Context: an optimization exercise on an open-source flow, tuned for small area, a short achievable clock period and few clock cycles per item. The choices shown serve that exercise and are no tape-out recipe.
Power is estimated from default activity; no workload was simulated.

Setup of job 6548:
==> flow/design.v <==
`default_nettype none
package cpu_pkg;
    localparam logic [4:0] OPC_ALU  = 5'd0;
    localparam logic [4:0] OPC_J    = 5'd1;
    localparam logic [4:0] OPC_BNE  = 5'd2;
    localparam logic [4:0] OPC_JAL  = 5'd3;
    localparam logic [4:0] OPC_JR   = 5'd4;
    localparam logic [4:0] OPC_ADDI = 5'd5;
    localparam logic [4:0] OPC_BLT  = 5'd6;
    localparam logic [4:0] OPC_SW   = 5'd7;
    localparam logic [4:0] OPC_LW   = 5'd8;
endpackage
`default_nettype wire
`default_nettype none
module adder (
    input  wire [31:0]  x,
    input  wire [31:0]  y,
    input  wire         cin,
    output logic [31:0] sum
);
    logic [31:0] g, p, gn, pn;
    logic [31:0] carry;
    always_comb begin
        g = x & y;
        p = x ^ y;
        g[0] = g[0] | (p[0] & cin);
        for (int l = 0; l < 5; l++) begin
            gn = g;
            pn = p;
            for (int i = 0; i < 32; i++) begin
                if (((i >> l) & 1) == 1) begin
                    gn[i] = g[i] | (p[i] & g[((i >> l) << l) - 1]);
                    pn[i] = p[i] & p[((i >> l) << l) - 1];
                end
            end
            g = gn;
            p = pn;
        end
        carry = {g[30:0], cin};
    end
    assign sum = x ^ y ^ carry;
endmodule
module alu (
    input  wire [31:0]  a,
    input  wire         right,    
    input  wire [4:0]   shamt,
    output logic [31:0] sh_right,
    output logic [31:0] sh_left
);
    logic [31:0] sh_in;
    logic        fill;
    assign fill = right & a[31];
    always_comb begin
        for (int i = 0; i < 32; i++) begin
            sh_in[i]   = right ? a[i] : a[31-i];
            sh_left[i] = sh_right[31-i];
        end
    end
    assign sh_right = 32'($signed({fill, sh_in}) >>> shamt);
endmodule
`default_nettype wire
`default_nettype none
module execute_stage (
    input  wire [31:0] pc,
    input  wire [31:0] ir,
    input  wire [31:0] rs_val,
    input  wire [31:0] rb_val,    
    output logic [31:0] npc,
    output logic        we,
    output logic [4:0]  wreg,
    output logic        is_lw,
    output logic        is_sw,
    output logic [31:0] o,        
    output logic [31:0] b,        
    output logic        sel_sum   
);
    logic [4:0]  opc;
    logic [4:0]  fn;
    logic [31:0] imm;
    logic [31:0] pc1;
    logic [31:0] x, y, sum;
    logic [31:0] sh_right, sh_left;
    logic [31:0] other;
    logic        use_reg, use_pc, use_tgt, fn_sub, cin;
    logic        en_sum, en_and, en_or, en_sll, en_sra, en_jal;
    logic        is_j, is_jr, is_bne, is_blt, taken;
    logic        eq, lt;
    assign opc = ir[31:27];
    assign fn  = ir[6:2];
    assign imm = {{15{ir[16]}}, ir[16:0]};
    assign pc1 = pc + 32'd1;
    assign use_reg = !(opc[3] | opc[1] | opc[0]);
    assign use_pc  = opc[1] & !opc[0];
    assign use_tgt = opc[0] & !opc[2];
    assign fn_sub  = fn[0] & !opc[2];
    assign x   = use_pc ? pc : rs_val;
    assign y   = use_reg ? (rb_val ^ {32{fn_sub}}) :
                 use_tgt ? {5'd0, ir[26:0]} : imm;
    assign cin = use_reg ? fn_sub : use_pc;
    adder u_adder (.x(x), .y(y), .cin(cin), .sum(sum));
    alu u_alu (
        .a        (rs_val),
        .right    (fn[0]),
        .shamt    (ir[11:7]),
        .sh_right (sh_right),
        .sh_left  (sh_left)
    );
    assign en_jal = opc[1] & opc[0] & !opc[2];
    assign en_sum = !en_jal & (!use_reg | (fn[4:1] == 4'd0));
    assign en_and = use_reg & (fn == 5'd2);
    assign en_or  = use_reg & (fn == 5'd3);
    assign en_sll = use_reg & (fn == 5'd4);
    assign en_sra = use_reg & (fn == 5'd5);
    assign other = ({32{en_and}} & (rs_val & rb_val))
                 | ({32{en_or}}  & (rs_val | rb_val))
                 | ({32{en_sll}} & sh_left)
                 | ({32{en_sra}} & sh_right)
                 | ({32{en_jal}} & pc1);
    assign o       = sum;
    assign b       = opc[2] ? rb_val : other;
    assign sel_sum = en_sum;
    assign is_j   = (opc[4:2] == 3'd0) & opc[0];     
    assign is_jr  = (opc == cpu_pkg::OPC_JR);
    assign is_bne = (opc == cpu_pkg::OPC_BNE);
    assign is_blt = (opc == cpu_pkg::OPC_BLT);
    assign eq    = (rb_val == rs_val);
    assign lt    = $signed(rb_val) < $signed(rs_val);
    assign taken = (is_bne & !eq) | (is_blt & lt) | is_j | is_jr;
    assign npc   = taken ? sum : pc1;
    assign we    = (opc == cpu_pkg::OPC_ALU) || (opc == cpu_pkg::OPC_ADDI) || (opc == cpu_pkg::OPC_LW) || (opc == cpu_pkg::OPC_JAL);
    assign wreg  = en_jal ? 5'd31 : ir[26:22];
    assign is_lw = (opc == cpu_pkg::OPC_LW);
    assign is_sw = (opc == cpu_pkg::OPC_SW);
endmodule
`default_nettype wire
`default_nettype none
module mem_wb_stage (
    input  wire         clock,
    input  wire         arst_n,
    input  wire         we_in,
    input  wire [4:0]   wreg_in,
    input  wire         lw_in,
    input  wire         sw_in,
    input  wire [31:0]  o_in,
    input  wire [31:0]  b_in,
    input  wire         sel_in,
    input  wire [31:0]  q_dmem,
    output logic [31:0] address_dmem,
    output logic [31:0] data,
    output logic        wren,
    output logic        ctrl_write_enable,
    output logic [4:0]  ctrl_write_reg,
    output logic [31:0] data_write_reg
);
    logic        m_we, m_lw, m_sw, m_sel;
    logic [31:0] m_res;
    logic [4:0]  m_reg;
    logic [31:0] m_o, m_b;
    always_ff @(posedge clock or negedge arst_n) begin
        if (!arst_n) begin
            m_we <= 1'b0;
            m_lw <= 1'b0;
            m_sw <= 1'b0;
        end else begin
            m_we <= we_in;
            m_lw <= lw_in;
            m_sw <= sw_in;
        end
    end
    always_ff @(posedge clock) begin
        m_reg <= wreg_in;
        m_sel <= sel_in;
        m_o   <= o_in;
        m_b   <= b_in;
    end
    assign address_dmem      = m_o;
    assign data              = m_b;
    assign wren              = m_sw;
    assign ctrl_write_enable = m_we;
    assign ctrl_write_reg    = m_reg;
    assign m_res             = m_sel ? m_o : m_b;
    assign data_write_reg    = m_lw ? q_dmem : m_res;
endmodule
`default_nettype wire
`default_nettype none
`timescale 1ns/1ps
module pipeline_cpu (
    input  wire         clock,
    input  wire         arst_n,
    output logic [31:0] address_imem,
    input  wire  [31:0] q_imem,
    output logic [31:0] address_dmem,
    output logic [31:0] data,
    output logic        wren,
    input  wire  [31:0] q_dmem,
    output logic        ctrl_write_enable,
    output logic [4:0]  ctrl_write_reg,
    output logic [4:0]  ctrl_read_reg_a,
    output logic [4:0]  ctrl_read_reg_b,
    output logic [31:0] data_write_reg,
    input  wire  [31:0] data_read_reg_a,
    input  wire  [31:0] data_read_reg_b
);
    logic [31:0] pc;
    logic [31:0] npc;
    logic        we, is_lw, is_sw;
    logic [4:0]  wreg;
    logic [31:0] o, b;
    logic        sel_sum;
    always_ff @(posedge clock or negedge arst_n) begin
        if (!arst_n) pc <= '0;
        else         pc <= npc;
    end
    assign address_imem    = pc;
    assign ctrl_read_reg_a = ((q_imem[27] & !q_imem[29]) | (q_imem[29] & !q_imem[28] & !q_imem[27]))
                           ? 5'd0 : q_imem[21:17];
    assign ctrl_read_reg_b = (q_imem[29] | q_imem[28]) ? q_imem[26:22] : q_imem[16:12];
    execute_stage u_execute_stage (
        .pc     (pc),
        .ir     (q_imem),
        .rs_val (data_read_reg_a),
        .rb_val (data_read_reg_b),
        .npc    (npc),
        .we     (we),
        .wreg   (wreg),
        .is_lw  (is_lw),
        .is_sw  (is_sw),
        .o      (o),
        .b      (b),
        .sel_sum(sel_sum)
    );
    mem_wb_stage u_mem_wb_stage (
        .clock             (clock),
        .arst_n            (arst_n),
        .we_in             (we),
        .wreg_in           (wreg),
        .lw_in             (is_lw),
        .sw_in             (is_sw),
        .o_in              (o),
        .b_in              (b),
        .sel_in            (sel_sum),
        .q_dmem            (q_dmem),
        .address_dmem      (address_dmem),
        .data              (data),
        .wren              (wren),
        .ctrl_write_enable (ctrl_write_enable),
        .ctrl_write_reg    (ctrl_write_reg),
        .data_write_reg    (data_write_reg)
    );
endmodule
`default_nettype wire
Settings: LEC_CHECK=0, CAP_MARGIN=20, CORE_MARGIN=2, CORE_UTILIZATION=40, PLACE_DENSITY=0.6, SETUP_SLACK_MARGIN=3.5, SLEW_MARGIN=20; clock period 8.5 ns.
standard.sh (not shown) runs the stock make flow with config.mk's settings and CLKGATE_MAP_FILE= SYNTH_SCRIPT=/design/flow/synth_recipe.tcl, a recipe that flattens the netlist after the stock synthesis.
==> flow/flow/run.sh <==
#!/bin/bash
# Own layout flow: the standard flow (standard.sh, unchanged synthesis,
# floorplan, power grid, placement, CTS and routing), with one change: the
# buffers that global placement puts on every input and output port are
# sky130_fd_sc_hd__buf_1 cells instead of the default delay-buffer cell.
# The timing repair steps still resize them where timing needs it.
set -euo pipefail
export BUFFER_PORTS_ARGS="-buffer_cell sky130_fd_sc_hd__buf_1"
bash standard.sh > standard.log 2>&1
Relative to job 6548, the following input files were edited for job 2148:
--- a/flow/design.v
+++ b/flow/design.v
@@ -20,26 +20,25 @@
 );
     logic [31:0] g, p, gn, pn;
     logic [31:0] carry;
     always_comb begin
         g = x & y;
         p = x ^ y;
-        g[0] = g[0] | (p[0] & cin);
         for (int l = 0; l < 5; l++) begin
             gn = g;
             pn = p;
             for (int i = 0; i < 32; i++) begin
                 if (((i >> l) & 1) == 1) begin
                     gn[i] = g[i] | (p[i] & g[((i >> l) << l) - 1]);
                     pn[i] = p[i] & p[((i >> l) << l) - 1];
                 end
             end
             g = gn;
             p = pn;
         end
-        carry = {g[30:0], cin};
+        carry = {g[30:0] | (p[30:0] & {31{cin}}), cin};
     end
     assign sum = x ^ y ^ carry;
 endmodule
 module alu (
     input  wire [31:0]  a,
     input  wire         right,    
### Flow results
In job 2148 the minimum setup slack in the final design turned out 0.10 ns lower than in job 6548. Between job 2148 and job 6548, the average size of a mapped cell figures differ only marginally. Taking job 6548 as the reference point, the final cell count of job 2148 rises by 27. The length of routed wiring on met1 in job 2148 sits about 8% below the value recorded for job 6548. Job 2148 ends up with a shortest period the worst path allows that is 0.10 ns higher than in job 6548. In job 2148, final worst hold slack is lower than in job 6548. When the final numbers for job 6548 and job 2148 were put side by side, the met1 layer usage reported by global route turned out to be smaller in job 2148. Job 6548 → job 2148: setup TNS after final layout neither gained nor lost much; post-layout instance area picked up an extra about 1.8%; count of clock-buffer cells in the layout picked up an extra 1. Summary of job 2148 over job 6548: die area saw an increase, utilization after layout saw an increase, area occupied by multi-input gates saw an increase. Job 2148 consumes more power than job 6548 does.
No functional check of the RTL was part of any run of this note.

static timing again, ports no longer ideal:
No port has a modelled driver above. Below, the same layouts with a new extraction and two added sets of constraints. Step 1 (the two cells are an assumption about what drives the block):
set clk [get_ports {clock}]
set_driving_cell -lib_cell sky130_fd_sc_hd__clkbuf_16 $clk
set_driving_cell -lib_cell sky130_fd_sc_hd__buf_2 [delete_from_list [all_inputs] $clk]
Step 2 adds t to the input delays and takes it off the output delays; t is the mean of the earliest and latest rising clock arrival at the registers after step 1. Input paths then give back, and output paths get back, about the clock's delay inside the block. a / b / c = ideal ports / drivers / drivers and shift; a / b = the first two.
run | shift t [ns] | setup WS [ns] | worst hold slack (ns) | worst setup path at the end
job 6548 | 0.416 | 3.595 / 3.566 / 3.191 | 0.706 / 0.706 / 0.706 | input to register
job 2148 | 0.409 | 3.492 / 3.471 / 3.148 | 0.613 / 0.613 / 0.613 | input to register
After both steps setup and hold are still met in every run listed. The setup slack of job 6548, which loses most, moves by -0.029 ns with the drivers and by -0.404 ns with both steps.
